Background: an optimization exercise with open tools, aiming at small area, a short achievable clock period and few clock cycles per item. Do not read the settings as production practice.
At most, simulation tests tie the RTL to the original design; equivalence was not proved.
Function not checked in runs 5 and 6: the RTL went through the layout flow alone.
Power is estimated from default activity; no workload was simulated.

## flow/config.mk

```make
export PLATFORM = sky130hd
export DESIGN_NAME = sha1_block_ctrl
export DESIGN_NICKNAME = sha1_block_ctrl
export VERILOG_FILES = /design/flow/design.v
export SDC_FILE = /design/flow/constraint.sdc
export NUM_CORES = 4
export LEC_CHECK = 0
export CAP_MARGIN = 20
export CORE_MARGIN = 2
export CORE_UTILIZATION = 55
export CTS_CLUSTER_DIAMETER = 60
export CTS_CLUSTER_SIZE = 24
export PLACE_DENSITY = 0.65
export SETUP_SLACK_MARGIN = 5.0
export SLEW_MARGIN = 20
```

## flow/constraint.sdc

```tcl
create_clock -name core_clock -period 10.0 [get_ports {clk}]
set_input_delay 2.0000 -clock core_clock [delete_from_list [all_inputs] [get_ports {clk}]]
set_output_delay 2.0000 -clock core_clock [all_outputs]
set_load 0.01 [all_outputs]
```

## flow/design.v

```verilog
package sha1_pkg;
  localparam logic [159:0] H_INIT = 160'h67452301_EFCDAB89_98BADCFE_10325476_C3D2E1F0;
  localparam logic [31:0] K_0_19  = 32'h5A827999;
  localparam logic [31:0] K_20_39 = 32'h6ED9EBA1;
  localparam logic [31:0] K_40_59 = 32'h8F1BBCDC;
  localparam logic [31:0] K_60_79 = 32'hCA62C1D6;
  function automatic logic [31:0] rotl1(input logic [31:0] x);
    rotl1 = {x[30:0], x[31]};
  endfunction
  function automatic logic [31:0] rotl5(input logic [31:0] x);
    rotl5 = {x[26:0], x[31:27]};
  endfunction
  function automatic logic [31:0] rotl30(input logic [31:0] x);
    rotl30 = {x[1:0], x[31:2]};
  endfunction
  function automatic logic [31:0] f_sel(input logic [1:0] g, input logic [31:0] b,
                                        input logic [31:0] c, input logic [31:0] d);
    logic [31:0] f;
    if (g == 2'd0) begin
      f = (b & c) | (~b & d);
    end else if (g == 2'd2) begin
      f = (b & c) | (b & d) | (c & d);
    end else begin
      f = b ^ c ^ d;
    end
    f_sel = f;
  endfunction
  function automatic logic [31:0] k_sel(input logic [1:0] g);
    logic [31:0] k;
    case (g)
      2'd0:    k = K_0_19;
      2'd1:    k = K_20_39;
      2'd2:    k = K_40_59;
      default: k = K_60_79;
    endcase
    k_sel = k;
  endfunction
  function automatic logic [31:0] csa_s(input logic [31:0] x, input logic [31:0] y,
                                        input logic [31:0] z);
    csa_s = x ^ y ^ z;
  endfunction
  function automatic logic [31:0] csa_c(input logic [31:0] x, input logic [31:0] y,
                                        input logic [31:0] z);
    logic [31:0] m;
    m = (x & y) | (x & z) | (y & z);
    csa_c = {m[30:0], 1'b0};
  endfunction
  function automatic logic [31:0] add_ks(input logic [31:0] x, input logic [31:0] y);
    logic [31:0] g, p;
    g = x & y;
    p = x ^ y;
    for (int l = 0; l < 5; l++) begin
      for (int i = 31; i >= (1 << l); i--) begin
        g[i] = g[i] | (p[i] & g[i - (1 << l)]);
        p[i] = p[i] & p[i - (1 << l)];
      end
    end
    add_ks = (x ^ y) ^ {g[30:0], 1'b0};
  endfunction
  function automatic logic [31:0] add_bk(input logic [31:0] x, input logic [31:0] y);
    logic [31:0] g, p;
    g = x & y;
    p = x ^ y;
    for (int l = 0; l < 5; l++) begin
      for (int i = (2 << l) - 1; i < 32; i += (2 << l)) begin
        g[i] = g[i] | (p[i] & g[i - (1 << l)]);
        p[i] = p[i] & p[i - (1 << l)];
      end
    end
    for (int l = 3; l >= 0; l--) begin
      for (int i = (3 << l) - 1; i < 32; i += (2 << l)) begin
        g[i] = g[i] | (p[i] & g[i - (1 << l)]);
        p[i] = p[i] & p[i - (1 << l)];
      end
    end
    add_bk = (x ^ y) ^ {g[30:0], 1'b0};
  endfunction
  function automatic logic [26:0] add_ks27c(input logic [26:0] x, input logic [26:0] y,
                                            input logic cin);
    logic [26:0] g, p, cy;
    g = x & y;
    p = x ^ y;
    for (int l = 0; l < 5; l++) begin
      for (int i = 26; i >= (1 << l); i--) begin
        g[i] = g[i] | (p[i] & g[i - (1 << l)]);
        p[i] = p[i] & p[i - (1 << l)];
      end
    end
    cy = {g[25:0], 1'b0} | ({p[25:0], 1'b1} & {27{cin}});
    add_ks27c = (x ^ y) ^ cy;
  endfunction
  function automatic logic carry27(input logic [26:0] x, input logic [26:0] y);
    logic [26:0] g, p;
    g = x & y;
    p = x ^ y;
    for (int l = 0; l < 5; l++) begin
      for (int i = 26; i >= (1 << l); i--) begin
        g[i] = g[i] | (p[i] & g[i - (1 << l)]);
        p[i] = p[i] & p[i - (1 << l)];
      end
    end
    carry27 = g[26];
  endfunction
endpackage
module sha1_round (
  input  logic [31:0] a_i,
  input  logic [31:0] b_i,
  input  logic [31:0] c_i,
  input  logic [31:0] f0_i,
  input  logic [31:0] p_i,
  input  logic [31:0] q_i,
  input  logic [1:0]  g_i,
  output logic [31:0] a1_o,
  output logic [31:0] a2_o
);
  logic [31:0] ra, f0, f1, s0, c0;
  logic [26:0] s1, c1, s2, c2, s3, c3;
  logic [5:0]  zl, e0, e1;
  logic [4:0]  h0, h1;
  logic        k27, c5;
  assign ra = sha1_pkg::rotl5(a_i);
  assign f0 = f0_i;
  assign f1 = sha1_pkg::f_sel(g_i, a_i, sha1_pkg::rotl30(b_i), c_i);
  assign s0 = sha1_pkg::csa_s(ra, f0, p_i);
  assign c0 = sha1_pkg::csa_c(ra, f0, p_i);
  assign a1_o = sha1_pkg::add_ks(s0, c0);
  assign zl  = {1'b0, f1[4:0]} + {1'b0, q_i[4:0]};
  assign h0  = s0[31:27] + c0[31:27];
  assign h1  = s0[31:27] + c0[31:27] + 5'd1;
  assign e0  = {1'b0, h0} + {1'b0, zl[4:0]};
  assign e1  = {1'b0, h1} + {1'b0, zl[4:0]};
  assign k27 = sha1_pkg::carry27(s0[26:0], c0[26:0]);
  assign c5  = k27 ? e1[5] : e0[5];
  assign s1 = ra[26:0] ^ p_i[26:0] ^ q_i[31:5];
  assign c1 = {(ra[25:0] & p_i[25:0]) | (ra[25:0] & q_i[30:5]) | (p_i[25:0] & q_i[30:5]), 1'b0};
  assign s2 = s1 ^ c1 ^ f0[26:0];
  assign c2 = {(s1[25:0] & c1[25:0]) | (s1[25:0] & f0[25:0]) | (c1[25:0] & f0[25:0]), 1'b0};
  assign s3 = s2 ^ c2 ^ f1[31:5];
  assign c3 = {(s2[25:0] & c2[25:0]) | (s2[25:0] & f1[30:5]) | (c2[25:0] & f1[30:5]), zl[5]};
  assign a2_o = {sha1_pkg::add_ks27c(s3, c3, c5), k27 ? e1[4:0] : e0[4:0]};
endmodule
module sha1_block_ctrl (
  input  logic         clk,
  input  logic         reset,
  input  logic         init,
  input  logic         word_valid,
  output logic         word_ready,
  input  logic [31:0]  word_data,
  output logic         busy,
  output logic         digest_valid,
  output logic [159:0] digest
);
  logic [3:0]   cnt_q;
  logic [5:0]   p_q;
  logic [1:0]   g_q, gn_q;
  logic         busy_q, fin_q, dv_q, first_q, l39_q, sel0_q, ldsel_q;
  logic [159:0] h_q;
  logic [31:0]  a_q, b_q, c_q, f0_q, pe_q, qd_q;
  logic [31:0]  we_q [8];
  logic [31:0]  wo_q [8];
  logic         take, ld, ldsel, pq0, sel0, step, last, fold;
  logic [1:0]   gnn_s;
  logic [5:0]   pnn_s;
  logic [31:0]  k_s, pe_x, pe_w, qd_x, qd_w, pe_d, qd_d;
  logic [127:0] st_init;
  logic [31:0]  a1_s, a2_s, wen_s, won_s, f0_d, f0_h, f0_1, f0_0;
  assign word_ready   = !busy_q && !init;
  assign busy         = busy_q;
  assign digest_valid = dv_q;
  assign digest       = h_q;
  assign take = word_valid && word_ready;
  assign ld   = take && (cnt_q == 4'd0);
  assign pq0  = take && (cnt_q == 4'd2);
  assign sel0  = sel0_q;    
  assign ldsel = ldsel_q;   
  assign step = (busy_q && !fin_q) || (take && !cnt_q[0] && (cnt_q[3:2] != 2'd0));
  assign last = l39_q;      
  assign fold = last || fin_q;
  assign pnn_s = p_q + 6'd2;
  assign gnn_s = (pnn_s < 6'd10) ? 2'd0 : (pnn_s < 6'd20) ? 2'd1 : (pnn_s < 6'd30) ? 2'd2 : 2'd3;
  assign k_s   = fold ? 32'd0 : sha1_pkg::k_sel(gn_q);
  assign pe_x = sel0 ? h_q[31:0] : c_q;
  assign pe_w = fold ? h_q[31:0] : we_q[7];
  assign qd_x = sel0 ? h_q[63:32] : fin_q ? b_q : sha1_pkg::rotl30(b_q);
  assign qd_w = fold ? h_q[63:32] : wo_q[7];
  assign pe_d = sha1_pkg::add_ks(sha1_pkg::csa_s(pe_x, k_s, pe_w),
                                 sha1_pkg::csa_c(pe_x, k_s, pe_w));
  assign qd_d = sha1_pkg::add_ks(sha1_pkg::csa_s(qd_x, k_s, qd_w),
                                 sha1_pkg::csa_c(qd_x, k_s, qd_w));
  assign wen_s = sha1_pkg::rotl1(wo_q[6] ^ we_q[4] ^ we_q[1] ^ we_q[0]);
  assign won_s = sha1_pkg::rotl1(we_q[7] ^ wo_q[4] ^ wo_q[1] ^ wo_q[0]);
  sha1_round u_round (
    .a_i(a_q), .b_i(b_q), .c_i(c_q), .f0_i(f0_q), .p_i(pe_q), .q_i(qd_q),
    .g_i(g_q), .a1_o(a1_s), .a2_o(a2_s)
  );
  assign st_init = first_q ? sha1_pkg::H_INIT[159:32] : h_q[159:32];
  assign f0_h = sha1_pkg::f_sel(2'd0, st_init[95:64], st_init[63:32], st_init[31:0]);
  assign f0_1 = ldsel ? f0_h : sha1_pkg::f_sel(gn_q, 32'hFFFFFFFF, sha1_pkg::rotl30(a_q),
                                               sha1_pkg::rotl30(b_q));
  assign f0_0 = ldsel ? f0_h : sha1_pkg::f_sel(gn_q, 32'h00000000, sha1_pkg::rotl30(a_q),
                                               sha1_pkg::rotl30(b_q));
  assign f0_d = (a1_s & f0_1) | (~a1_s & f0_0);
  always_ff @(posedge clk or posedge reset) begin
    if (reset) begin
      cnt_q   <= 4'd0;
      p_q     <= 6'd0;
      g_q     <= 2'd0;
      gn_q    <= 2'd0;
      l39_q   <= 1'b0;
      sel0_q  <= 1'b0;
      ldsel_q <= 1'b1;
      busy_q  <= 1'b0;
      fin_q   <= 1'b0;
      dv_q    <= 1'b0;
      first_q <= 1'b1;
    end else if (init) begin
      cnt_q   <= 4'd0;
      p_q     <= 6'd0;
      g_q     <= 2'd0;
      gn_q    <= 2'd0;
      l39_q   <= 1'b0;
      sel0_q  <= 1'b0;
      ldsel_q <= 1'b1;
      busy_q  <= 1'b0;
      fin_q   <= 1'b0;
      dv_q    <= 1'b0;
      first_q <= 1'b1;
    end else begin
      if (take) begin
        cnt_q   <= cnt_q + 4'd1;
        dv_q    <= 1'b0;
        sel0_q  <= (cnt_q == 4'd1);
        ldsel_q <= 1'b0;
        if (cnt_q == 4'd15) busy_q <= 1'b1;
      end
      if (ld) begin
        first_q <= 1'b0;
        p_q     <= 6'd0;
        g_q     <= 2'd0;
        gn_q    <= 2'd0;
        l39_q   <= 1'b0;
      end else if (step) begin
        p_q   <= p_q + 6'd1;
        g_q   <= gn_q;
        gn_q  <= gnn_s;
        l39_q <= (p_q == 6'd38);
      end
      if (last) begin
        fin_q <= 1'b1;
        l39_q <= 1'b0;
      end
      if (fin_q) begin
        fin_q   <= 1'b0;
        ldsel_q <= 1'b1;
        busy_q <= 1'b0;
        dv_q   <= 1'b1;
      end
    end
  end
  always_ff @(posedge clk) begin
    if (ld && first_q) begin
      h_q <= sha1_pkg::H_INIT;
    end else if (last) begin
      h_q <= {pe_d, qd_d, h_q[159:64]};
    end else if (fin_q) begin
      h_q <= {sha1_pkg::add_bk(h_q[95:64], a_q), qd_d, pe_d, h_q[127:96], h_q[159:128]};
    end
    if (ld || step) begin
      a_q  <= ldsel ? st_init[127:96] : a2_s;
      b_q  <= ldsel ? st_init[95:64]  : a1_s;
      c_q  <= ldsel ? st_init[63:32]  : sha1_pkg::rotl30(a_q);
      f0_q <= f0_d;
    end
    if (pq0 || step) begin
      pe_q <= pe_d;
      qd_q <= qd_d;
    end
  end
  always_ff @(posedge clk) begin
    if (busy_q || (take && !cnt_q[0])) begin
      for (int i = 0; i < 7; i++) we_q[i] <= we_q[i+1];
      we_q[7] <= busy_q ? wen_s : word_data;
    end
    if (busy_q || (take && cnt_q[0])) begin
      for (int i = 0; i < 7; i++) wo_q[i] <= wo_q[i+1];
      wo_q[7] <= busy_q ? won_s : word_data;
    end
  end
endmodule
```

## flow/flow/run.sh

```bash
#!/bin/bash
# The standard layout (standard.sh), with three repair settings changed:
# the port buffers are sky130_fd_sc_hd__buf_2 rather than the delay buffer
# buffer_ports picks by default, clock tree synthesis adds no dummy loads, and
# timing repair aims for 5.4 ns of setup slack. Each tool's output is in
# standard.log and ORFS's logs under orfs/.
set -o pipefail
export BUFFER_PORTS_ARGS="-buffer_cell sky130_fd_sc_hd__buf_2"
export CTS_ARGS="-sink_clustering_enable -repair_clock_nets -sink_clustering_size 24 -sink_clustering_max_diameter 60 -dont_use_dummy_load"
bash standard.sh SETUP_SLACK_MARGIN=5.4 finish > standard.log 2>&1
```

## flow/standard.sh

```bash
#!/bin/bash
# synth_recipe.tcl (not shown) runs the flow's synth.tcl, then flattens the netlist and writes it again
# the make line also repeats each setting of config.mk as NAME=value (left out here)
make -C /OpenROAD-flow-scripts/flow DESIGN_CONFIG=/design/flow/config.mk WORK_HOME=/design/flow/orfs CLKGATE_MAP_FILE= SYNTH_SCRIPT=/design/flow/synth_recipe.tcl "${@:-finish}"
```

==> results of run 1 <==
[cells in the final DEF, fill, tap and decap left out, types with 11 or more instances in the layout]
| cell type | netlist | final |
|---|---|---|
| nor3_1 | 33 | 30 |
| a211oi_1 | 60 | 54 |
| dfrtp_1 | 19 | 11 |
| nand2_1 | 434 | 427 |
| buf_2 | 2 | 198 |
| o22ai_1 | 16 | 15 |
| xnor2_1 | 163 | 149 |
| o21ai_2 | 2 | 13 |
| mux2i_1 | 240 | 227 |
| o21ai_0 | 193 | 178 |
| a21o_1 | 78 | 75 |
| ha_1 | 244 | 205 |
| clkbuf_16 | 0 | 82 |
| dfxtp_1 | 160 | 160 |
| ha_4 | 0 | 29 |
| a21oi_1 | 382 | 358 |
| buf_12 | 0 | 12 |
| edfxtp_1 | 704 | 704 |
| buf_4 | 0 | 146 |
| fa_1 | 223 | 215 |
| mux2_2 | 15 | 15 |
| nand4_1 | 13 | 13 |
| nor2_1 | 346 | 341 |
| xor2_1 | 197 | 188 |
| xnor2_2 | 1 | 12 |
| a21oi_2 | 3 | 24 |
| nor2b_1 | 34 | 34 |
| o22a_1 | 18 | 18 |
| buf_6 | 0 | 18 |
| inv_1 | 306 | 294 |
| o211ai_1 | 23 | 23 |
| nand2b_1 | 30 | 26 |
| o21a_1 | 26 | 26 |
| o21ai_1 | 13 | 16 |
| nand3_1 | 63 | 54 |
[sequential cells by signal (all words and copies together), names as in the netlist, 4 cells and up]
register / count
h_q: 160
a_q: 32
c_q: 32
wo_q: 256
f0_q: 32
pe_q: 32
b_q: 32
p_q: 6
cnt_q: 4
qd_q: 32
we_q: 256
[power by group through the flow]
stage	Clock (uW)	Combinational, uW	Sequential, uW
floorplan	0	2880	4420
global route	2810	5190	4400
finish	2660	4820	4390
global placement	0	3930	4510
CTS	2700	4260	4410
detailed placement	0	3970	4520
[final cells by class]
class | instances | area (sq um)
Clock buffer | 78 | 1950
Fill cell | 7217 | 32900
Inverter | 309 | 1190
Multi-Input combinational cell | 3051 | 25100
Sequential cell | 885 | 24900
Tap cell | 1176 | 1470
Timing Repair Buffer | 390 | 2900
Timing Repair inverter | 2 | 17.5
[what timing repair did]
action / in CTS / in global routing
pin swaps: 33 / 94
gates cloned: 4 / 5
gates resized for setup: 104 / 199
setup buffers: 67 / 72
hold buffers: 0 / 0
endpoints found under the setup margin: 253 / 84
[routing by layer]
layer  up-vias  part of all wire (%)  GRT usage (%)
met5         -                     0              0
met3       377                    11           7.09
met1     18421                    42           52.5
met2      2137                    42           49.7
li1      16075                     -              -
met4         0                   5.0           14.9
[worst max-delay path, delay by kind of cell, from the launching register on]
family	cells	cell delay, ns
compound gates	8	1.39
fa+ha+maj	5	1.85
buf+inv	2	0.11
flops	1	0.55
simple gates	2	0.47
[per-stage QoR]
stage | std cells | hold slack (ns) | worst slack (ns) | cell area, sq um | power, uW
finish | 5891 | 0.391 | 5.39 | 57500 | 11900
global route | 5891 | 0.399 | 5.29 | 57500 | 12400
CTS | 5814 | 0.387 | 5.39 | 55700 | 11400
detailed placement | 5665 | 0.405 | 3.77 | 52600 | 8480
global placement | 5665 | 0.400 | 3.77 | 52600 | 8450
floorplan | 4424 | 0.400 | 5.40 | 50400 | 7300
[kinds of logic (layout without fill, tap and decap cells)]
family	after synthesis	after routing	share of synthesized area [%]
DFF	885	885	49.4
and+or+nand+nor	1019	1019	8.68
xor gates and xnor gates	361	361	6.29
muxes	260	260	5.31
adders and majority gates	467	467	14.9
AOI/OAI and AO/OA	944	944	11.7
buffers and inverters	488	779	3.65
[worst max path at each step]
| stage | from | cells past startpoint | end | slack [ns] |
|---|---|---|---|---|
| floorplan | l39_q | 19 | pe_q[28] | 5.40 |
| global placement | fin_q | 17 | pe_q[31] | 3.77 |
| detailed placement | fin_q | 17 | pe_q[31] | 3.77 |
| CTS | l39_q | 19 | h_q[89] | 5.39 |
| global route | fin_q | 17 | h_q[84] | 5.29 |
| finish | a_q[22] | 17 | a_q[15] | 5.39 |
==> impl_metrics.env, run 1 <==
export IMPL_timing_rr_start="a_q[22]"
export IMPL_drv_cap=0
export IMPL_chipWidth_um=307
export IMPL_ys_seq_area_share_pct=49.4
export IMPL_clock_sinks=885
export IMPL_r2r_slack_ns=5.39
export IMPL_synth_top_area_cell="edfxtp_1"
export IMPL_netlist_instances=4424
export IMPL_finalCritPeriodShare_pct=46.1
export IMPL_path_class="reg2reg"
export IMPL_final_util_pct=63.6
export IMPL_cts_buffer_depth=3
export IMPL_skew_ns=0.0743
export IMPL_route_detailed_drc=0
export IMPL_min_from="we_q[6][12]"
export IMPL_max_slew_margin_rel_pct=23.5
export IMPL_fmax_ghz=0.217
export IMPL_ys_top_cells_by_area="edfxtp_1, fa_1, dfxtp_1"
export IMPL_path_max_fanout=5
export IMPL_powerDensity_mw_per_mm2=207
export IMPL_drive_gt1_share_pct=15.8
export IMPL_cts_tree="built"
export IMPL_cts_root_buf="clkbuf_16"
export IMPL_synth_top_area_share_pct=42.0
export IMPL_synth_area_sq_mm=0.0503
export IMPL_cp_common_cell="ha_4"
export IMPL_end_kind="flop"
export IMPL_gp_congestion=0.990
export IMPL_start_util_pct=55.7
export IMPL_hold_viol=0
export IMPL_diodes=0
export IMPL_ant_nets=0
export IMPL_grt_pass1_vias=34512
export IMPL_synth_fp_nets=4927
export IMPL_antenna_found_initial=5
export IMPL_synthFlopType="edfxtp_1"
export IMPL_synth_most_common_cell="edfxtp_1"
export IMPL_async_reset_ff_share_pct=2.37
export IMPL_required_ns=10.40
export IMPL_slowest_delay_ns=0.63
export IMPL_vias_per_cell=6.28
export IMPL_cts_buffers=78
export IMPL_wl_per_cell_um=28.5
export IMPL_dp_final_hpwl_mm=116
export IMPL_fp_dieH_um=307
export IMPL_grt_overflow_total=0
export IMPL_dieArea_sq_mm=0.0940
export IMPL_swShare_pct=36.4
export IMPL_synth_seq_cells=885
export IMPL_drt_total_wl_mm=168
export IMPL_status="no timing/DRC/antenna violations"
export IMPL_nNetsFinal=5220
export IMPL_whs_endpoint="we_q[5][12]"
export IMPL_boundaryPins=199
export IMPL_reg2regPathDepth=17
export IMPL_synth_common_cells="edfxtp_1, nand2_1, a21oi_1"
export IMPL_combPwrFrac_pct=40.6
export IMPL_pwr_share_clk_pct=22.4
export IMPL_dr_pass1_iters=6
export IMPL_cp_arrival_ns=5.01
export IMPL_clkTransAtPathRegs_ns=0.09
export IMPL_period_needed_ns=4.61
export IMPL_min_path_type="reg2reg"
export IMPL_p_int_uw=7560
export IMPL_grt_pass1_wl_mm=238
export IMPL_grt_max_degree=153
export IMPL_core_area_sq_mm=0.0904
export IMPL_hold_depth=0
export IMPL_yosys_warnings=4
export IMPL_path_cells="fa_1 > ha_4 > inv_4 > fa_2 > inv_2 > ha_4 > ha_4 > a21o_1 > a21oi_2 > o21bai_1 > a21oi_2 > o21ai_4 > a41oi_2 > o21ai_1 > and2_1 > or3_1 > a32o_1"
export IMPL_drt_iter0_drc=4852
export IMPL_postSynthAreaPerCell_sq_um=11.4
export IMPL_vias=37010
export IMPL_worst_pin_slew_ns=1.15
export IMPL_seqPwrFrac_pct=37.0
export IMPL_io_buffers=198
export IMPL_grt_use_total_pct=35.1
export IMPL_rr_endpoint="a_q[15]"
export IMPL_start_kind="flop"
export IMPL_cp_slowest_cell="fa_1"
export IMPL_clk_latency_ns=0.69
export IMPL_syn_to_final_growth_pct=14.2
export IMPL_synth_edf_count=704
export IMPL_synth_cell_type_count=102
export IMPL_rsz0062_at_grt="yes"
export IMPL_peakVddDrop_mv=0.199
export IMPL_p_leak_uw=0.0222
export IMPL_setup_viol=0
export IMPL_maxSlewViolCount=0
export IMPL_tns_ns=0
export IMPL_p_sw_uw=4320
export IMPL_cts_max_level=3
export IMPL_num_rows=110
Testbench counts, summed over its fixed seeds: cycles 6,536, blocks 128.
==> run 2: changes to the inputs <==
==> flow/flow/run.sh (replaced) <==
#!/bin/bash
# The standard layout (standard.sh), with three repair settings changed:
# the port buffers are sky130_fd_sc_hd__buf_2 rather than the delay buffer
# buffer_ports picks by default, clock tree synthesis adds no dummy loads, and
# timing repair aims for 5.55 ns of setup slack. Each tool's output is in
# standard.log and ORFS's logs under orfs/.
set -o pipefail
export BUFFER_PORTS_ARGS="-buffer_cell sky130_fd_sc_hd__buf_2"
export CTS_ARGS="-sink_clustering_enable -repair_clock_nets -sink_clustering_size 24 -sink_clustering_max_diameter 60 -dont_use_dummy_load"
bash standard.sh SETUP_SLACK_MARGIN=5.55 finish > standard.log 2>&1
--- a/flow/config.mk
+++ b/flow/config.mk
@@ -7,9 +7,9 @@
 export LEC_CHECK = 0
 export CAP_MARGIN = 20
 export CORE_MARGIN = 2
-export CORE_UTILIZATION = 55
+export CORE_UTILIZATION = 65
 export CTS_CLUSTER_DIAMETER = 60
 export CTS_CLUSTER_SIZE = 24
-export PLACE_DENSITY = 0.65
+export PLACE_DENSITY = 0.75
 export SETUP_SLACK_MARGIN = 5.0
 export SLEW_MARGIN = 20
==> run 2 against run 1 <==
Critical endpoint is now a_q[19]. Global-route usage up 6.4 points. Largest cell class unchanged. Final cell count down 1.5%. Flip-flop and latch count unchanged. Synthesized area unchanged. Register-to-register slack about the same. Hold slack worse by 0.014 ns.
==> impl_metrics.env, run 2 <==
export IMPL_status="no timing/DRC/antenna violations"
export IMPL_ys_top_cells_by_area="edfxtp_1, fa_1, dfxtp_1"
export IMPL_cp_arrival_ns=4.92
export IMPL_dr_pass1_iters=8
export IMPL_io_buffers=198
export IMPL_core_area_sq_mm=0.0771
export IMPL_synth_edf_count=704
export IMPL_timing_rr_start="a_q[22]"
export IMPL_yosys_warnings=4
export IMPL_skew_ns=0.0941
export IMPL_ys_seq_area_share_pct=49.4
export IMPL_grt_max_degree=181
export IMPL_clk_latency_ns=0.67
export IMPL_cts_tree="built"
export IMPL_peakVddDrop_mv=0.334
export IMPL_fmax_ghz=0.217
export IMPL_slowest_delay_ns=0.60
export IMPL_drive_gt1_share_pct=17.5
export IMPL_final_cell_mix="edfxtp_1, nand2_1, a21oi_1"
export IMPL_end_kind="flop"
export IMPL_clkTransAtPathRegs_ns=0.07
export IMPL_final_common_cell="edfxtp_1"
export IMPL_syn_to_final_growth_pct=15.5
export IMPL_async_reset_ff_share_pct=2.37
export IMPL_gp_congestion=1.02
export IMPL_final_util_pct=75.4
export IMPL_synth_top_area_cell="edfxtp_1"
export IMPL_grt_pass1_vias=35235
export IMPL_reg_top3="we_q x256, wo_q x256, h_q x160"
export IMPL_r2r_slack_ns=5.39
export IMPL_drt_iter0_drc=4983
export IMPL_hold_viol=0
export IMPL_synth_common_cells="edfxtp_1, nand2_1, a21oi_1"
export IMPL_fillCellCount=5140
export IMPL_drt_total_wl_mm=168
export IMPL_rr_endpoint="a_q[19]"
export IMPL_cp_num_buf_inv=5
export IMPL_max_slew_margin_rel_pct=19.4
export IMPL_cts_max_level=3
export IMPL_path_cells="buf_6 > fa_2 > ha_4 > inv_4 > fa_2 > inv_2 > ha_4 > ha_4 > a21o_1 > a21oi_2 > o21bai_1 > a21oi_2 > o21ai_4 > buf_6 > nand3_4 > o31ai_4 > buf_6 > o31ai_2 > xor2_1 > o21ai_1"
export IMPL_chipWidth_um=282
export IMPL_grt_overflow_total=0
export IMPL_antenna_found_initial=6
export IMPL_synthFlopType="edfxtp_1"
export IMPL_hold_depth=0
export IMPL_setup_viol=0
export IMPL_grt_use_total_pct=41.5
export IMPL_postSynthAreaPerCell_sq_um=11.4
export IMPL_postCtsHoldBufs=0
export IMPL_route_detailed_drc=0
export IMPL_period_needed_ns=4.61
export IMPL_min_path_type="reg2reg"
export IMPL_grt_pass1_wl_mm=237
export IMPL_power_total_uw=12000
export IMPL_synth_top_area_share_pct=42.0
export IMPL_nNetsFinal=5266
export IMPL_drv_cap=0
export IMPL_clock_sinks=885
export IMPL_powerDensity_mw_per_mm2=206
export IMPL_cp_slowest_cell="fa_2"
export IMPL_multi_input_area_sq_mm=0.0253
export IMPL_dieArea_sq_mm=0.0797
export IMPL_finalCritPeriodShare_pct=46.1
export IMPL_worst_pin_slew_ns=1.20
export IMPL_synth_seq_cells=885
export IMPL_p_leak_uw=0.0226
export IMPL_required_ns=10.31
export IMPL_vias_per_cell=6.54
export IMPL_num_rows=102
export IMPL_start_kind="flop"
export IMPL_crit_family="adder cells"
export IMPL_netlist_instances=4424
export IMPL_whs_endpoint="we_q[4][1]"
export IMPL_boundaryPins=199
export IMPL_path_max_fanout=5
export IMPL_maxSlewViolCount=0
export IMPL_synth_most_common_cell="edfxtp_1"
export IMPL_synth_area_sq_mm=0.0503
export IMPL_regArea_sq_mm=0.0249
export IMPL_rsz0062_at_grt="yes"
export IMPL_dp_final_hpwl_mm=113
export IMPL_tns_ns=0
export IMPL_synth_fp_nets=4927
export IMPL_vias=37988
export IMPL_reg2regPathDepth=20
export IMPL_start_util_pct=65.3
export IMPL_cts_buffers=74
export IMPL_synth_cell_type_count=102
export IMPL_cts_buffer_depth=3
export IMPL_ant_nets=0
export IMPL_path_class="reg2reg"
export IMPL_fp_dieH_um=282
export IMPL_wl_per_cell_um=29.0
export IMPL_min_from="we_q[5][1]"
export IMPL_cts_root_buf="clkbuf_16"
run 2: cell counts after synthesis:
No cell type changed its count.
run 2: cell type report:
type	count	share of cell area, %
clock buffers	74	3.19
multi-input cells	3053	43.6
repair inverters	6	0.161
flip-flops and latches	885	42.8
well taps	1040	2.24
diodes	4	0.0172
inverters	309	2.06
repair buffers	434	5.93
run 2: logic make-up (layout without fill, tap and decap cells):
kind of cell / after synthesis / count (layout) / share of synthesized area (%)
compound gates: 944 / 944 / 11.7
xor+xnor: 361 / 361 / 6.29
fa+ha+maj: 467 / 467 / 14.9
buf+inv: 488 / 823 / 3.65
flops: 885 / 885 / 49.4
mux: 260 / 260 / 5.31
other cells: 0 / 4 / 0
simple gates: 1019 / 1021 / 8.68
run 2: worst max path at each step:
| stage | startpoint | to | slack [ns] | cells past startpoint |
|---|---|---|---|---|
| detailed placement | l39_q | pe_q[31] | 4.24 | 19 |
| CTS | a_q[22] | a_q[15] | 5.41 | 17 |
| floorplan | gn_q[0] | pe_q[31] | 5.55 | 20 |
| finish | a_q[22] | a_q[19] | 5.39 | 20 |
| global route | a_q[1] | a_q[29] | 5.27 | 20 |
| global placement | l39_q | pe_q[31] | 4.25 | 19 |
run 2: per-stage QoR:
step | hold WS, ns | cells | instance area, sq um | setup WS, ns
2_1_floorplan | 0.400 | 4424 | 50600 | 5.55
3_3_place_gp | 0.400 | 5529 | 52500 | 4.25
3_5_place_dp | 0.405 | 5529 | 52500 | 4.24
4_1_cts | 0.366 | 5718 | 56300 | 5.41
5_1_grt | 0.369 | 5801 | 58100 | 5.27
6_report | 0.377 | 5805 | 58100 | 5.39
run 2: per-layer routing:
layer,vias up,part of all wire (%),global-route usage [%]
li1,16209,-,-
met3,593,13,11.0
met4,4,7.0,22.8
met1,18671,38,58.3
met2,2511,42,59.0
met5,-,0.022,0
run 2: timing repair:
action | CTS | global route
gates resized for setup | 166 | 229
gates cloned | 14 | 4
setup buffers | 101 | 79
hold endpoints to repair | 0 | 0
pin swaps | 74 | 140
endpoints found under the setup margin | 185 | 97
run 2: power by group:
group | switching [uW] | total, uW | internal, uW
clock network | 1260 | 2560 | 1300
registers | 199 | 4410 | 4210
logic | 2880 | 4980 | 2110
total | 4340 | 12000 | 7620
==> run 3: changes to the inputs <==
==> flow/run.sh (new file) <==
#!/bin/bash
# synth_recipe.tcl (not shown) runs the flow's synth.tcl, then flattens the netlist and writes it again
# the make line also repeats each setting of config.mk as NAME=value (left out here)
make -C /OpenROAD-flow-scripts/flow DESIGN_CONFIG=/design/flow/config.mk WORK_HOME=/design/flow/orfs CLKGATE_MAP_FILE= SYNTH_SCRIPT=/design/flow/synth_recipe.tcl finish
--- a/flow/config.mk
+++ b/flow/config.mk
@@ -7,9 +7,9 @@
 export LEC_CHECK = 0
 export CAP_MARGIN = 20
 export CORE_MARGIN = 2
-export CORE_UTILIZATION = 65
+export CORE_UTILIZATION = 55
 export CTS_CLUSTER_DIAMETER = 60
 export CTS_CLUSTER_SIZE = 24
-export PLACE_DENSITY = 0.75
+export PLACE_DENSITY = 0.65
 export SETUP_SLACK_MARGIN = 5.0
 export SLEW_MARGIN = 20
removed: flow/flow/run.sh
removed: flow/standard.sh
==> run 3 against run 2 <==
Register-to-register slack got worse by 0.30 ns. First-iteration DRC count fell by 13%. Via count fell by 4.6%. Die area rose by 18%. Global-route usage fell by 7.0 points. Count of clock-buffer cells in the layout rose by 10. Setup slack got worse by 0.30 ns. Clock skew fell by 0.064 ns. Critical path type unchanged. Largest cell class is now sequential cells. Highest routed layer unchanged.
==> impl_metrics.env, run 3 <==
export IMPL_cts_tree="built"
export IMPL_synthFlopType="edfxtp_1"
export IMPL_synth_area_sq_mm=0.0503
export IMPL_yosys_warnings=4
export IMPL_synth_simple_area_share_pct=8.68
export IMPL_fp_dieH_um=307
export IMPL_reg_top3="we_q x256, wo_q x256, h_q x160"
export IMPL_peakVddDrop_mv=0.204
export IMPL_setup_viol=0
export IMPL_skew_ns=0.0304
export IMPL_final_cell_mix="edfxtp_1, nand2_1, a21oi_1"
export IMPL_dp_final_hpwl_mm=116
export IMPL_async_reset_ff_share_pct=2.37
export IMPL_clock_sinks=885
export IMPL_synth_edf_count=704
export IMPL_fillCellCount=7264
export IMPL_drt_iter0_drc=4336
export IMPL_finalCritPeriodShare_pct=49.1
export IMPL_synth_cell_type_count=102
export IMPL_period_needed_ns=4.91
export IMPL_boundaryPins=199
export IMPL_clkTransAtPathRegs_ns=0.09
export IMPL_rr_endpoint="a_q[15]"
export IMPL_vias_per_cell=6.19
export IMPL_grt_pass1_wl_mm=235
export IMPL_core_area_sq_mm=0.0904
export IMPL_chipWidth_um=307
export IMPL_synth_top_area_share_pct=42.0
export IMPL_postSynthAreaPerCell_sq_um=11.4
export IMPL_synthMuxAreaShare_pct=5.31
export IMPL_worst_pin_slew_ns=1.11
export IMPL_syn_to_final_growth_pct=13.4
export IMPL_required_ns=10.41
export IMPL_swShare_pct=36.5
export IMPL_path_class="reg2reg"
export IMPL_drive_gt1_share_pct=7.72
export IMPL_power_total_uw=11900
export IMPL_rsz0062_at_grt="no"
export IMPL_drv_cap=0
export IMPL_cp_arrival_ns=5.31
export IMPL_clk_latency_ns=0.67
export IMPL_antenna_found_initial=10
export IMPL_dr_pass1_iters=8
export IMPL_r2r_slack_ns=5.09
export IMPL_synth_adder_area_share_pct=14.9
export IMPL_start_util_pct=55.7
export IMPL_drt_total_wl_mm=164
export IMPL_p_leak_uw=0.0219
export IMPL_grt_overflow_total=0
export IMPL_cts_max_level=3
export IMPL_route_detailed_drc=0
export IMPL_end_kind="flop"
export IMPL_cts_buffers=77
export IMPL_netlist_instances=4424
export IMPL_reg2regPathDepth=17
export IMPL_synth_common_cells="edfxtp_1, nand2_1, a21oi_1"
export IMPL_synth_fp_nets=4927
export IMPL_seqPwrFrac_pct=37.4
export IMPL_min_path_type="reg2reg"
export IMPL_wl_per_cell_um=28.0
export IMPL_synth_top_area_cell="edfxtp_1"
export IMPL_setup_worst_path_end="a_q[15]"
export IMPL_powerDensity_mw_per_mm2=208
export IMPL_critPathLaunch="a_q[21]"
export IMPL_max_slew_margin_rel_pct=26.2
export IMPL_synth_compound_area_share_pct=11.7
export IMPL_tns_ns=0
export IMPL_io_buffers=198
export IMPL_gp_congestion=0.975
export IMPL_cts_root_buf="clkbuf_16"
export IMPL_synth_most_common_cell="edfxtp_1"
export IMPL_fmax_ghz=0.204
export IMPL_grt_pass1_vias=33982
export IMPL_pwr_share_clk_pct=26.9
export IMPL_cts_buffer_depth=3
export IMPL_p_int_uw=7530
export IMPL_synth_seq_cells=885
export IMPL_hold_viol=0
export IMPL_combPwrFrac_pct=35.8
export IMPL_path_max_fanout=8
export IMPL_timing_rr_start="a_q[21]"
export IMPL_maxSlewViolCount=0
export IMPL_synth_top_family_by_area="adder cells"
export IMPL_ys_top_cells_by_area="edfxtp_1, fa_1, dfxtp_1"
export IMPL_num_rows=110
export IMPL_synth_xor_area_share_pct=6.29
export IMPL_status="no timing/DRC/antenna violations"
export IMPL_dieArea_sq_mm=0.0940
export IMPL_grt_use_total_pct=34.6
export IMPL_grt_max_degree=180
export IMPL_nNetsFinal=5120
export IMPL_final_common_cell="edfxtp_1"
export IMPL_ys_seq_area_share_pct=49.4
export IMPL_vias=36244
export IMPL_ant_nets=0
export IMPL_p_sw_uw=4330
export IMPL_start_kind="flop"
==> run 3: worst min path at each step <==
stage	slack, ns	depth (start not counted)	from	to
after CTS	0.40	0	wo_q[5][27]	wo_q[4][27]
after detailed placement	0.40	0	we_q[3][29]	we_q[2][29]
after floorplan	0.40	0	we_q[2][0]	we_q[1][0]
after global routing	0.41	0	wo_q[3][0]	wo_q[2][0]
final	0.41	0	wo_q[3][0]	wo_q[2][0]
after global placement	0.40	0	we_q[6][23]	we_q[5][23]
==> run 3: through the flow <==
stage | worst slack, ns | hold WS, ns | cells | utilization [%] | cell area (sq um)
final | 5.09 | 0.406 | 5858 | 63.1 | 57100
after global routing | 5.00 | 0.411 | 5855 | 63.1 | 57100
after CTS | 5.01 | 0.401 | 5833 | 62.7 | 56700
after detailed placement | 3.58 | 0.405 | 5665 | 59.3 | 53600
after global placement | 3.67 | 0.401 | 5665 | 59.3 | 53600
after floorplan | 5.01 | 0.400 | 4424 | - | 50400
==> run 3: layer usage <==
metal | up-vias | share of wire, % | global-route usage (%)
li1 | 15975 | - | -
met1 | 18042 | 43 | 51.7
met2 | 1895 | 41 | 48.5
met3 | 322 | 11 | 8.84
met4 | 10 | 4.1 | 12.6
met5 | - | 0.036 | 0
==> run 3: power groups by stage <==
stage	logic (uW)	clock network (uW)	registers [uW]
after floorplan	2880	0	4420
after global placement	3890	0	4520
after detailed placement	3920	0	4520
after CTS	4070	3230	4420
after global routing	4620	3360	4450
final	4240	3190	4430
==> run 3: timing repair <==
item                       CTS  global route
setup endpoints to repair  159            50
cloned                       4             3
buffers inserted            23            18
resized for setup           43            46
pin swaps                    5            18
hold buffers                 0             0
==> run 3: cells by family after synthesis <==
group / after synthesis
simple gates: 1019
compound gates: 944
flops: 885
buf+inv: 488
fa+ha+maj: 467
xor+xnor: 361
mux: 260
==> run 3: worst max-delay path: stages, from the launching register on <==
cell and delay, ns:
edfxtp_1 0.61, fa_1 0.58, ha_4 0.22, inv_1 0.15, fa_2 0.51, inv_1 0.14
ha_1 0.28, ha_1 0.30, a21o_1 0.17, a21oi_2 0.17, o21bai_1 0.10, a21oi_2 0.19
o21ai_4 0.18, a41oi_2 0.25, o21ai_1 0.08, and2_1 0.18, or3_1 0.31, a32o_1 0.25
==> run 3: final cells by class <==
class / instances / area [sq um] / area share [%]
antenna: 3 / 7.51 / 0.0131
clock buffer: 84 / 2010 / 3.51
clock inverter: 57 / 639 / 1.12
inverter: 309 / 1190 / 2.08
multi-input combinational: 3053 / 24000 / 42.0
sequential: 885 / 24900 / 43.6
tap: 1176 / 1470 / 2.58
timing repair buffer: 289 / 2890 / 5.06
timing repair inverter: 2 / 20.0 / 0.0351
==> run 4: changes to the inputs <==
--- a/flow/config.mk
+++ b/flow/config.mk
@@ -7,9 +7,9 @@
 export LEC_CHECK = 0
 export CAP_MARGIN = 20
 export CORE_MARGIN = 2
-export CORE_UTILIZATION = 55
+export CORE_UTILIZATION = 65
 export CTS_CLUSTER_DIAMETER = 60
 export CTS_CLUSTER_SIZE = 24
-export PLACE_DENSITY = 0.65
+export PLACE_DENSITY = 0.75
 export SETUP_SLACK_MARGIN = 5.0
 export SLEW_MARGIN = 20
==> run 4 against run 3 <==
Still clean. Synthesized area unchanged. Die area decreased by 15%. Non-clock buffer count increased by 16. Global-route usage increased by 5.4 points. Setup slack improved by 0.0072 ns. Synthesized cell count unchanged. Design area decreased by 0.52%. Final cell count decreased by 2.5%. Flip-flop and latch count unchanged. Maximum frequency increased by 0.15%. Critical path type unchanged.
==> impl_metrics.env, run 4 <==
export IMPL_grt_max_degree=191
export IMPL_fp_dieH_um=282
export IMPL_syn_to_final_growth_pct=12.8
export IMPL_fmax_ghz=0.204
export IMPL_antenna_found_initial=8
export IMPL_placed_cells=5528
export IMPL_synthFlopType="edfxtp_1"
export IMPL_critPathLaunch="a_q[22]"
export IMPL_drv_cap=0
export IMPL_end_kind="flop"
export IMPL_vias=36645
export IMPL_core_area_sq_mm=0.0771
export IMPL_async_reset_ff_share_pct=2.37
export IMPL_final_common_cell="edfxtp_1"
export IMPL_clk_latency_ns=0.67
export IMPL_cts_root_buf="clkbuf_16"
export IMPL_rsz0062_at_grt="yes"
export IMPL_slowest_delay_ns=0.63
export IMPL_synth_cell_type_count=102
export IMPL_final_cell_mix="edfxtp_1, nand2_1, a21oi_1"
export IMPL_grt_overflow_total=0
export IMPL_grt_pass1_vias=34760
export IMPL_synth_seq_cells=885
export IMPL_start_util_pct=65.3
export IMPL_cts_buffer_depth=3
export IMPL_synth_area_sq_mm=0.0503
export IMPL_setup_viol=0
export IMPL_fillCellCount=5358
export IMPL_finalCritPeriodShare_pct=49.0
export IMPL_dieArea_sq_mm=0.0797
export IMPL_dp_slack_ns=3.55
export IMPL_max_slew_margin_rel_pct=17.5
export IMPL_maxSlewViolCount=0
export IMPL_worst_pin_slew_ns=1.24
export IMPL_drt_total_wl_mm=160
export IMPL_synth_common_cells="edfxtp_1, nand2_1, a21oi_1"
export IMPL_cp_slowest_cell="fa_1"
export IMPL_netlist_instances=4424
export IMPL_cp_arrival_ns=5.36
export IMPL_multi_input_area_sq_mm=0.0240
export IMPL_powerDensity_mw_per_mm2=205
export IMPL_fin_ws_ns=5.10
export IMPL_start_kind="flop"
export IMPL_crit_family="adder cells"
export IMPL_boundaryPins=199
export IMPL_dr_pass1_iters=6
export IMPL_num_rows=102
export IMPL_dp_final_hpwl_mm=113
export IMPL_drive_gt1_share_pct=7.64
export IMPL_hold_viol=0
export IMPL_synth_fp_nets=4927
export IMPL_dpl_cell_area_sq_mm=0.0534
export IMPL_synth_top_area_share_pct=42.0
export IMPL_cp_num_buf_inv=4
export IMPL_final_cell_area_sq_mm=0.0568
export IMPL_synth_top_area_cell="edfxtp_1"
export IMPL_timing_rr_start="a_q[22]"
export IMPL_path_class="reg2reg"
export IMPL_cts_buffers=68
export IMPL_status="no timing/DRC/antenna violations"
export IMPL_clkTransAtPathRegs_ns=0.09
export IMPL_layoutNonFillerInstCount=5711
export IMPL_cts_tree="built"
export IMPL_min_path_type="reg2reg"
export IMPL_postCtsHoldBufs=0
export IMPL_synth_edf_count=704
export IMPL_reg_top3="we_q x256, wo_q x256, h_q x160"
export IMPL_wl_per_cell_um=28.0
export IMPL_vias_per_cell=6.42
export IMPL_ant_nets=0
export IMPL_yosys_warnings=4
export IMPL_min_from="wo_q[3][6]"
export IMPL_ys_seq_area_share_pct=49.4
export IMPL_cts_max_level=3
export IMPL_regArea_sq_mm=0.0249
export IMPL_gp_congestion=0.998
export IMPL_nNetsFinal=5126
export IMPL_chipWidth_um=282
export IMPL_skew_ns=0.0345
export IMPL_drt_iter0_drc=4610
export IMPL_period_needed_ns=4.90
export IMPL_path_cells="fa_1 > ha_4 > inv_1 > fa_1 > inv_1 > ha_1 > xor2_1 > ha_1 > a21oi_2 > o21bai_1 > a21oi_2 > o21ai_4 > nand4_1 > a21boi_4 > o211ai_1 > buf_4 > buf_4 > a311oi_1"
export IMPL_postSynthAreaPerCell_sq_um=11.4
export IMPL_io_buffers=198
export IMPL_peakVddDrop_mv=0.264
export IMPL_p_leak_uw=0.0219
export IMPL_route_detailed_drc=0
export IMPL_path_max_fanout=7
export IMPL_synth_most_common_cell="edfxtp_1"
export IMPL_tns_ns=0
export IMPL_grt_use_total_pct=40.0
export IMPL_required_ns=10.47
export IMPL_ys_top_cells_by_area="edfxtp_1, fa_1, dfxtp_1"
export IMPL_grt_pass1_wl_mm=229
export IMPL_clock_sinks=885
run 4: cell types whose count changed in the layout (fill, tap and decap cells not counted), moves of 3 or more:
cell	delta
buf_4	+14
clkbuf_8	+3
a21oi_2	-4
nand2_2	+4
a21oi_1	+4
nand2_1	-4
clkinv_1	-3
inv_16	+3
inv_6	-8
clkinv_16	+4
clkbuf_16	-8
clkinv_4	-3
inv_8	-6
run 4: logic make-up (layout without fill, tap and decap cells):
logic type,after synthesis,count (layout),share of synthesized area [%]
AOI/OAI and AO/OA,944,944,11.7
other,0,1,0
buffers and inverters,488,732,3.65
xor gates and xnor gates,361,361,6.29
DFF,885,885,49.4
and+or+nand+nor,1019,1021,8.68
muxes,260,260,5.31
adders and majority gates,467,467,14.9
run 4: power breakdown:
group | switching [uW] | internal [uW] | total, uW | leakage [uW]
logic | 2560 | 1710 | 4270 | 0.0127
clock network | 1500 | 1430 | 2930 | 0.00114
registers | 218 | 4210 | 4430 | 0.00798
total | 4280 | 7350 | 11600 | 0.0219
run 4: repair_timing:
| item | CTS | global route |
|---|---|---|
| setup buffers | 19 | 38 |
| endpoints found under the setup margin | 218 | 63 |
| resized for setup | 46 | 47 |
| pin swaps | 8 | 18 |
| gates cloned | 4 | 3 |
run 4: cell type report:
type                            instances  area share (%)
Clock buffer                           78            3.21
Clock inverter                         39           0.965
Timing Repair Buffer                  305            5.35
Antenna cell                            1         0.00441
Sequential cell                       885            43.8
Inverter                              309            2.09
Tap cell                             1040            2.29
Multi-Input combinational cell       3053            42.2
Timing Repair inverter                  1          0.0154
run 4: metal layers:
layer / vias up / track usage, % / part of all wire [%]
li1: 15978 / - / -
met1: 17979 / 57.3 / 40
met2: 2251 / 55.3 / 41
met3: 429 / 12.9 / 14
met4: 8 / 18.4 / 5.4
met5: - / 0 / 0.035
run 4: stage by stage:
step           util [%]  power [uW]  hold slack (ns)
5_1_grt            73.7       12100            0.420
3_3_place_gp       69.3        8390            0.400
4_1_cts            72.9       11400            0.405
6_report           73.7       11600            0.410
3_5_place_dp       69.3        8440            0.405
2_1_floorplan         -        7300            0.400
run 4: worst register-to-register path: cells and delay by family (launching register included):
family          cells  cell delay (ns)
compound gates      7             1.22
xor+xnor            1             0.18
fa+ha+maj           5             1.95
buf+inv             4             0.50
flops               1             0.55
simple gates        1             0.34
run 4: path summary, 6_finish.rpt:
| path | endpoint | slack (ns) | cells after the start |
|---|---|---|---|
| max in group asynchronous | l39_q | 7.54 | 2 |
| worst min-delay path | wo_q[2][6] | 0.41 | 0 |
| worst max register to register | a_q[30] | 5.10 | 18 |
| worst min register to register | wo_q[2][6] | 0.41 | 0 |
| worst max-delay path | a_q[30] | 5.10 | 18 |
| min in group asynchronous | sel0_q | 1.82 | 2 |
==> run 5: changes to the inputs <==
--- a/flow/design.v
+++ b/flow/design.v
@@ -114,7 +114,7 @@
   output logic [31:0] a2_o
 );
   logic [31:0] ra, f0, f1, s0, c0;
-  logic [26:0] s1, c1, s2, c2, s3, c3;
+  logic [26:0] s2, c2, s3, c3;
   logic [5:0]  zl, e0, e1;
   logic [4:0]  h0, h1;
   logic        k27, c5;
@@ -131,10 +131,8 @@
   assign e1  = {1'b0, h1} + {1'b0, zl[4:0]};
   assign k27 = sha1_pkg::carry27(s0[26:0], c0[26:0]);
   assign c5  = k27 ? e1[5] : e0[5];
-  assign s1 = ra[26:0] ^ p_i[26:0] ^ q_i[31:5];
-  assign c1 = {(ra[25:0] & p_i[25:0]) | (ra[25:0] & q_i[30:5]) | (p_i[25:0] & q_i[30:5]), 1'b0};
-  assign s2 = s1 ^ c1 ^ f0[26:0];
-  assign c2 = {(s1[25:0] & c1[25:0]) | (s1[25:0] & f0[25:0]) | (c1[25:0] & f0[25:0]), 1'b0};
+  assign s2 = s0[26:0] ^ c0[26:0] ^ q_i[31:5];
+  assign c2 = {(s0[25:0] & c0[25:0]) | (s0[25:0] & q_i[30:5]) | (c0[25:0] & q_i[30:5]), 1'b0};
   assign s3 = s2 ^ c2 ^ f1[31:5];
   assign c3 = {(s2[25:0] & c2[25:0]) | (s2[25:0] & f1[30:5]) | (c2[25:0] & f1[30:5]), zl[5]};
   assign a2_o = {sha1_pkg::add_ks27c(s3, c3, c5), k27 ? e1[4:0] : e0[4:0]};
==> flow/flow/run.sh (new file) <==
#!/bin/bash
# The standard layout (standard.sh), with three repair settings changed:
# the port buffers are sky130_fd_sc_hd__buf_2 rather than the delay buffer
# buffer_ports picks by default, clock tree synthesis adds no dummy loads and uses clkbuf_8, and
# timing repair aims for 5.4 ns of setup slack. Each tool's output is in
# standard.log and ORFS's logs under orfs/.
set -o pipefail
export BUFFER_PORTS_ARGS="-buffer_cell sky130_fd_sc_hd__buf_2"
export CTS_ARGS="-sink_clustering_enable -repair_clock_nets -sink_clustering_size 16 -sink_clustering_max_diameter 50 -dont_use_dummy_load -buf_list sky130_fd_sc_hd__clkbuf_8"
bash standard.sh SETUP_SLACK_MARGIN=5.4 finish > standard.log 2>&1
==> flow/standard.sh (new file) <==
#!/bin/bash
# synth_recipe.tcl (not shown) runs the flow's synth.tcl, then flattens the netlist and writes it again
# the make line also repeats each setting of config.mk as NAME=value (left out here)
make -C /OpenROAD-flow-scripts/flow DESIGN_CONFIG=/design/flow/config.mk WORK_HOME=/design/flow/orfs CLKGATE_MAP_FILE= SYNTH_SCRIPT=/design/flow/synth_recipe.tcl "${@:-finish}"
removed: flow/run.sh
==> run 5 against run 4 <==
Synthesized area down 1.6%. Setup slack got worse by 0.37 ns. Hold slack worse by 0.047 ns. Critical path type unchanged.
==> impl_metrics.env, run 5 <==
export IMPL_status="no timing/DRC/antenna violations"
export IMPL_synth_top_area_cell="edfxtp_1"
export IMPL_synth_adder_area_share_pct=14.1
export IMPL_route_detailed_drc=0
export IMPL_io_buffers=198
export IMPL_synth_seq_cells=885
export IMPL_antenna_found_initial=7
export IMPL_path_class="reg2reg"
export IMPL_hold_viol=0
export IMPL_synth_simple_area_share_pct=8.27
export IMPL_fmax_ghz=0.190
export IMPL_synth_fp_nets=4838
export IMPL_setup_viol=0
export IMPL_finalCritPeriodShare_pct=52.7
export IMPL_regArea_sq_mm=0.0249
export IMPL_synth_edf_count=704
export IMPL_drt_total_wl_mm=161
export IMPL_skew_ns=0.102
export IMPL_synth_most_common_cell="edfxtp_1"
export IMPL_synth_top_family_by_area="adder cells"
export IMPL_cp_num_buf_inv=3
export IMPL_ant_nets=0
export IMPL_end_kind="flop"
export IMPL_fp_dieH_um=280
export IMPL_cts_buffer_depth=3
export IMPL_chipWidth_um=280
export IMPL_path_cells="buf_6 > buf_6 > buf_6 > mux2i_1 > nor2_1 > a21oi_1 > o21ai_2 > ha_2 > a21o_1 > a21oi_2 > o21bai_1 > a21o_2 > ha_4 > a21o_1 > a21o_1 > a2111oi_4 > o31ai_4 > nand2_2 > a31oi_4 > or3_4 > o21ai_4 > o311a_1 > xor2_2 > a21oi_1"
export IMPL_grt_pass1_wl_mm=227
export IMPL_cp_slowest_cell="edfxtp_1"
export IMPL_r2r_slack_ns=4.73
export IMPL_required_ns=10.41
export IMPL_boundaryPins=199
export IMPL_gp_congestion=0.999
export IMPL_clk_latency_ns=0.77
export IMPL_max_slew_margin_rel_pct=17.6
export IMPL_slowest_delay_ns=0.51
export IMPL_clock_sinks=885
export IMPL_syn_to_final_growth_pct=13.3
export IMPL_synth_cell_type_count=85
export IMPL_final_cell_mix="edfxtp_1, nand2_1, a21oi_1"
export IMPL_path_max_fanout=4
export IMPL_wl_per_cell_um=28.4
export IMPL_powerDensity_mw_per_mm2=214
export IMPL_start_kind="flop"
export IMPL_synthFlopType="edfxtp_1"
export IMPL_async_reset_ff_share_pct=2.37
export IMPL_netlist_instances=4362
export IMPL_grt_pass1_vias=34389
export IMPL_cts_tree="built"
export IMPL_dieArea_sq_mm=0.0784
export IMPL_postSynthAreaPerCell_sq_um=11.4
export IMPL_period_needed_ns=5.27
export IMPL_multi_input_area_sq_mm=0.0242
export IMPL_dp_final_hpwl_mm=108
export IMPL_synthMuxAreaShare_pct=5.29
export IMPL_min_path_type="reg2reg"
export IMPL_clkTransAtPathRegs_ns=0.09
export IMPL_fillCellCount=5147
export IMPL_cts_root_buf="clkbuf_8"
export IMPL_start_util_pct=65.4
export IMPL_vias_per_cell=6.51
export IMPL_drive_gt1_share_pct=16.5
export IMPL_cp_arrival_ns=5.68
export IMPL_worst_pin_slew_ns=1.24
export IMPL_num_rows=101
export IMPL_drv_cap=0
export IMPL_final_util_pct=74.1
export IMPL_core_area_sq_mm=0.0757
export IMPL_tns_ns=0
export IMPL_final_cell_area_sq_mm=0.0561
export IMPL_reg_top3="we_q x256, wo_q x256, h_q x160"
export IMPL_crit_family="compound AO/OA/AOI/OAI gates"
export IMPL_vias=36935
export IMPL_grt_overflow_total=0
export IMPL_grt_use_total_pct=40.1
export IMPL_synth_xor_area_share_pct=6.61
export IMPL_postCtsHoldBufs=0
export IMPL_power_total_uw=12000
export IMPL_p_leak_uw=0.0221
export IMPL_nNetsFinal=5171
export IMPL_rsz0062_at_grt="yes"
export IMPL_yosys_warnings=4
export IMPL_synth_common_cells="edfxtp_1, nand2_1, a21oi_1"
export IMPL_synth_area_sq_mm=0.0495
export IMPL_synth_compound_area_share_pct=11.8
export IMPL_peakVddDrop_mv=0.314
export IMPL_ys_seq_area_share_pct=50.2
export IMPL_cts_buffers=98
export IMPL_synth_top_area_share_pct=42.7
export IMPL_dr_pass1_iters=6
export IMPL_dpl_cell_area_sq_mm=0.0515
export IMPL_grt_max_degree=178
export IMPL_drt_iter0_drc=5458
export IMPL_whs_ns=0.364
export IMPL_maxSlewViolCount=0
export IMPL_final_common_cell="edfxtp_1"
export IMPL_ys_top_cells_by_area="edfxtp_1, fa_1, dfxtp_1"
export IMPL_cts_max_level=3
-- run 5: cell types whose count changed after synthesis, moves of 8 or more --
cell      delta
a211oi_1    +10
a21o_1      +17
a21oi_1     -13
a31oi_1     +10
fa_1        -26
nand2_1      +9
nand2b_1    -12
nand3_1     -11
nor2_1      -15
nor2b_1      -9
nor3_1       -8
o21ai_0     +12
xnor2_1     +15
-- run 5: routing by layer --
metal,share of wire [%],global-route usage (%),vias to the layer above
met3,14,11.1,493
met1,38,57.0,17997
met5,0.022,0,-
met4,5.8,19.4,6
li1,-,-,15974
met2,42,57.1,2465
-- run 5: final timing paths --
kind	from	endpoint	cells after the start
setup / recovery	a_q[0]	a_q[29]	24
hold / removal	we_q[6][18]	we_q[5][18]	0
setup reg to reg	a_q[0]	a_q[29]	24
hold reg to reg	we_q[6][18]	we_q[5][18]	0
max in group asynchronous	reset	fin_q	2
min in group asynchronous	reset	cnt_q[0]	2
-- run 5: cell type report --
type	count	area share, %
Sequential cell	885	44.4
Multi-Input combinational cell	2989	43.1
Timing Repair Buffer	405	5.57
Clock buffer	98	2.40
Inverter	313	2.19
Tap cell	978	2.18
Timing Repair inverter	3	0.100
Antenna cell	6	0.0268
-- run 5: per-stage QoR --
step / instances / setup slack [ns]
2_1_floorplan: 4362 / 5.40
6_report: 5677 / 4.73
4_1_cts: 5593 / 4.83
3_5_place_dp: 5401 / 3.24
5_1_grt: 5672 / 4.74
3_3_place_gp: 5401 / 3.36
-- run 5: repair_timing --
action / in CTS / in global routing
gates resized for setup: 183 / 166
setup buffers: 86 / 74
endpoints found under the setup margin: 250 / 94
gates cloned: 8 / 3
hold endpoints to repair: 0 / 0
pin swaps: 63 / 102
-- run 5: power by group --
part	internal [uW]	switching [uW]
clock	864	1230
combinational	2330	3170
sequential	4220	184
-- run 5: logic make-up after synthesis --
logic type,count (synthesis)
adder cells (fa/ha/maj),440
AO/OA/AOI/OAI,946
flip-flops,885
AND/OR/NAND/NOR,974
multiplexers,255
buffers and inverters,490
XOR/XNOR,372
==> run 6: changes to the inputs <==
--- a/flow/design.v
+++ b/flow/design.v
@@ -100,6 +100,20 @@
       end
     end
     carry27 = g[26];
+  endfunction
+  function automatic logic [31:0] add_sk(input logic [31:0] x, input logic [31:0] y);
+    logic [31:0] g, p;
+    g = x & y;
+    p = x ^ y;
+    for (int l = 0; l < 5; l++) begin
+      for (int i = 0; i < 32; i++) begin
+        if (i[l]) begin
+          g[i] = g[i] | (p[i] & g[((i >> l) << l) - 1]);
+          p[i] = p[i] & p[((i >> l) << l) - 1];
+        end
+      end
+    end
+    add_sk = (x ^ y) ^ {g[30:0], 1'b0};
   endfunction
 endpackage
 module sha1_round (
@@ -181,9 +195,9 @@
   assign pe_w = fold ? h_q[31:0] : we_q[7];
   assign qd_x = sel0 ? h_q[63:32] : fin_q ? b_q : sha1_pkg::rotl30(b_q);
   assign qd_w = fold ? h_q[63:32] : wo_q[7];
-  assign pe_d = sha1_pkg::add_ks(sha1_pkg::csa_s(pe_x, k_s, pe_w),
+  assign pe_d = sha1_pkg::add_sk(sha1_pkg::csa_s(pe_x, k_s, pe_w),
                                  sha1_pkg::csa_c(pe_x, k_s, pe_w));
-  assign qd_d = sha1_pkg::add_ks(sha1_pkg::csa_s(qd_x, k_s, qd_w),
+  assign qd_d = sha1_pkg::add_sk(sha1_pkg::csa_s(qd_x, k_s, qd_w),
                                  sha1_pkg::csa_c(qd_x, k_s, qd_w));
   assign wen_s = sha1_pkg::rotl1(wo_q[6] ^ we_q[4] ^ we_q[1] ^ we_q[0]);
   assign won_s = sha1_pkg::rotl1(we_q[7] ^ wo_q[4] ^ wo_q[1] ^ wo_q[0]);
==> run 6 against run 5 <==
Non-clock buffer count down 33. Core utilization shrank 0.24 points. Critical path type unchanged. Critical path depth is 6 lower. Still clean on timing, DRC and antenna. Sequential power about the same. Synthesized area shrank 0.85%. Maximum frequency is 2.9% lower. Setup slack got worse by 0.16 ns. Sequential share of layout area rose by 0.82 points. Largest power group unchanged.
==> impl_metrics.env, run 6 <==
export IMPL_postSynthAreaPerCell_sq_um=11.5
export IMPL_grt_overflow_total=0
export IMPL_reg_top3="we_q x256, wo_q x256, h_q x160"
export IMPL_cp_slowest_cell="fa_1"
export IMPL_rsz0062_at_grt="yes"
export IMPL_dr_pass1_iters=8
export IMPL_start_util_pct=65.9
export IMPL_synth_top_area_share_pct=43.1
export IMPL_route_detailed_drc=0
export IMPL_async_reset_ff_share_pct=2.37
export IMPL_path_class="reg2reg"
export IMPL_clkTransAtPathRegs_ns=0.09
export IMPL_grt_pass1_vias=34087
export IMPL_status="no timing/DRC/antenna violations"
export IMPL_cp_num_buf_inv=3
export IMPL_synth_seq_cells=885
export IMPL_crit_cells=18
export IMPL_max_slew_margin_rel_pct=17.5
export IMPL_vias_per_cell=6.52
export IMPL_slowest_delay_ns=0.52
export IMPL_dpl_cell_area_sq_mm=0.0511
export IMPL_path_max_fanout=5
export IMPL_worst_pin_slew_ns=1.24
export IMPL_nNetsFinal=5050
export IMPL_drive_gt1_share_pct=15.2
export IMPL_setup_worst_path_end="a_q[30]"
export IMPL_fillCellCount=5039
export IMPL_final_cell_mix="edfxtp_1, nand2_1, a21oi_1"
export IMPL_syn_to_final_growth_pct=12.2
export IMPL_synth_common_cells="edfxtp_1, nand2_1, a21oi_1"
export IMPL_clock_sinks=885
export IMPL_dp_final_hpwl_mm=105
export IMPL_cts_tree="built"
export IMPL_hold_viol=0
export IMPL_timing_rr_start="a_q[1]"
export IMPL_fmax_ghz=0.184
export IMPL_powerDensity_mw_per_mm2=205
export IMPL_reg2regPathDepth=18
export IMPL_finalCritPeriodShare_pct=54.3
export IMPL_core_area_sq_mm=0.0746
export IMPL_grt_max_degree=185
export IMPL_netlist_instances=4274
export IMPL_period_needed_ns=5.43
export IMPL_synth_edf_count=704
export IMPL_vias=36150
export IMPL_drt_iter0_drc=5111
export IMPL_synth_fp_nets=4756
export IMPL_ys_seq_area_share_pct=50.6
export IMPL_cts_buffers=93
export IMPL_synth_cell_type_count=89
export IMPL_io_buffers=198
export IMPL_synthFlopType="edfxtp_1"
export IMPL_wl_per_cell_um=28.5
export IMPL_setup_viol=0
export IMPL_tns_ns=0
export IMPL_drv_cap=0
export IMPL_cp_arrival_ns=5.84
export IMPL_whs_ns=0.349
export IMPL_path_cells="buf_6 > fa_2 > fa_1 > inv_1 > fa_1 > inv_2 > ha_4 > a2111oi_4 > o21ai_2 > a221o_1 > a221o_1 > nand3_2 > a21boi_4 > a221oi_4 > a21oi_2 > or4_1 > a21oi_2 > a21oi_1"
export IMPL_final_util_pct=73.9
export IMPL_ant_nets=0
export IMPL_chipWidth_um=279
export IMPL_start_kind="flop"
export IMPL_synth_most_common_cell="edfxtp_1"
export IMPL_cts_max_level=3
export IMPL_final_cell_area_sq_mm=0.0551
export IMPL_min_path_type="reg2reg"
export IMPL_yosys_warnings=4
export IMPL_skew_ns=0.104
export IMPL_p_leak_uw=0.0216
export IMPL_rr_endpoint="a_q[30]"
export IMPL_grt_pass1_wl_mm=225
export IMPL_end_kind="flop"
export IMPL_grt_use_total_pct=40.0
export IMPL_clk_latency_ns=0.77
export IMPL_antenna_found_initial=8
export IMPL_final_common_cell="edfxtp_1"
export IMPL_peakVddDrop_mv=0.224
export IMPL_gp_congestion=1.03
export IMPL_critPathLaunch="a_q[1]"
export IMPL_synth_area_sq_mm=0.0491
export IMPL_cts_buffer_depth=3
export IMPL_required_ns=10.41
export IMPL_dieArea_sq_mm=0.0778
export IMPL_r2r_slack_ns=4.57
export IMPL_maxSlewViolCount=0
export IMPL_crit_family="compound AO/OA/AOI/OAI gates"
export IMPL_num_rows=100
export IMPL_cts_root_buf="clkbuf_8"
export IMPL_ys_top_cells_by_area="edfxtp_1, fa_1, dfxtp_1"
export IMPL_boundaryPins=199
export IMPL_postCtsHoldBufs=0
export IMPL_fp_dieH_um=279
export IMPL_synth_top_area_cell="edfxtp_1"
export IMPL_drt_total_wl_mm=158
-- run 6: cell types whose count changed in the layout (fill, tap and decap cells not counted), sizes merged, moves of 8 or more --
cell    before  now
a211oi      73   55
a21o        95   79
a21oi      369  343
buf        399  366
mux2i      236  253
nand3       52   62
nor2       331  304
o21a        19    9
o21ai      213  204
o21bai      16    8
o22ai       12   35
xnor2      180  169
-- run 6: timing repair --
action,CTS,global route
gates resized for setup,141,126
setup buffers,92,44
pin swaps,46,68
endpoints found under the setup margin,223,142
gates cloned,8,3
-- run 6: cell families after synthesis --
family | count (synthesis) | synth area share, %
muxes | 273 | 5.68
AOI/OAI and AO/OA | 872 | 10.8
buffers and inverters | 485 | 3.71
and+or+nand+nor | 954 | 8.22
adders and majority gates | 446 | 14.5
xor gates and xnor gates | 359 | 6.43
DFF | 885 | 50.6
-- run 6: cell type report --
| class | instances | area [sq um] | area share [%] |
|---|---|---|---|
| clock buffer | 93 | 1280 | 2.32 |
| tap | 969 | 1210 | 2.20 |
| timing repair buffer | 372 | 2800 | 5.09 |
| sequential | 885 | 24900 | 45.2 |
| antenna | 6 | 15.0 | 0.0273 |
| inverter | 307 | 1170 | 2.13 |
| timing repair inverter | 4 | 68.8 | 0.125 |
| multi-input combinational | 2905 | 23600 | 42.9 |
-- run 6: through the flow --
step	instances	power [uW]	setup WS (ns)
after global routing	5536	11800	4.50
after floorplan	4274	7390	5.25
after global placement	5295	8440	3.71
after CTS	5488	10800	4.64
after detailed placement	5295	8490	3.64
final	5541	11300	4.57
-- run 6: power breakdown --
group / internal [uW] / leakage [uW] / total, uW / switching (uW)
clock: 823 / 0.000669 / 2030 / 1210
sequential: 4210 / 0.00799 / 4390 / 179
combinational: 2040 / 0.0129 / 4890 / 2850
-- run 6: per-layer routing --
layer / up-vias / track usage (%) / wire (um)
li1: 15567 / - / -
met1: 17623 / 54.4 / 59700
met2: 2380 / 56.1 / 64700
met3: 574 / 15.0 / 22600
met4: 6 / 21.1 / 10700
met5: - / 0 / 40
-- run 6: worst register-to-register path, stage by stage (launching register included) --
cell and delay (ns):
edfxtp_1 0.45, buf_6 0.18, fa_2 0.46, fa_1 0.52, inv_1 0.06, fa_1 0.49
inv_2 0.05, ha_4 0.24, a2111oi_4 0.34, o21ai_2 0.17, a221o_1 0.36, a221o_1 0.36
nand3_2 0.13, a21boi_4 0.10, a221oi_4 0.32, a21oi_2 0.12, or4_1 0.51, a21oi_2 0.20
a21oi_1 0.06
-- run 6: worst min path at each step --
stage                       endpoint  cells past startpoint  startpoint
after floorplan           we_q[1][0]                      0  we_q[2][0]
after global placement    we_q[4][3]                      0  we_q[5][3]
after detailed placement  we_q[1][0]                      0  we_q[2][0]
after CTS                 we_q[4][5]                      0  we_q[5][5]
after global routing      we_q[4][5]                      0  we_q[5][5]
final                     we_q[4][5]                      0  we_q[5][5]

-- static timing again, ports no longer ideal --
The flow's constraints put no driver on any port. The routed layouts listed below were extracted and timed again, unchanged, in two steps.
Step 1 sets driving cells, clkbuf_16 on the clock port and buf_2 on the other inputs (assumed; they add their load-dependent delay and slew).
Step 2 adds t to the input delays and takes it off the output delays; t is the mean of the earliest and latest rising clock arrival at the registers after step 1. Input paths then give back, and output paths get back, about the clock's delay inside the block.
Slacks: no drivers / after step 1 / after step 2; pairs: no drivers / after step 1.
| run | t (ns) | setup slack, ns | worst hold slack (ns) |
|---|---|---|---|
| run 1 | 0.726 | 5.389 / 5.389 / 4.925 | 0.391 / 0.391 / 0.391 |
| run 2 | 0.697 | 5.394 / 5.394 / 5.239 | 0.377 / 0.377 / 0.377 |
| run 3 | 0.736 | 5.095 / 5.095 / 4.652 | 0.406 / 0.406 / 0.406 |
| run 4 | 0.720 | 5.102 / 5.102 / 4.784 | 0.410 / 0.410 / 0.410 |
| run 5 | 0.789 | 4.730 / 4.730 / 4.730 | 0.364 / 0.364 / 0.364 |
| run 6 | 0.784 | 4.571 / 4.571 / 4.571 | 0.349 / 0.349 / 0.349 |
After both steps every run listed still meets setup and hold. The setup slack of run 1, which loses most, moves by 0.000 ns with the drivers and by -0.464 ns with both steps.
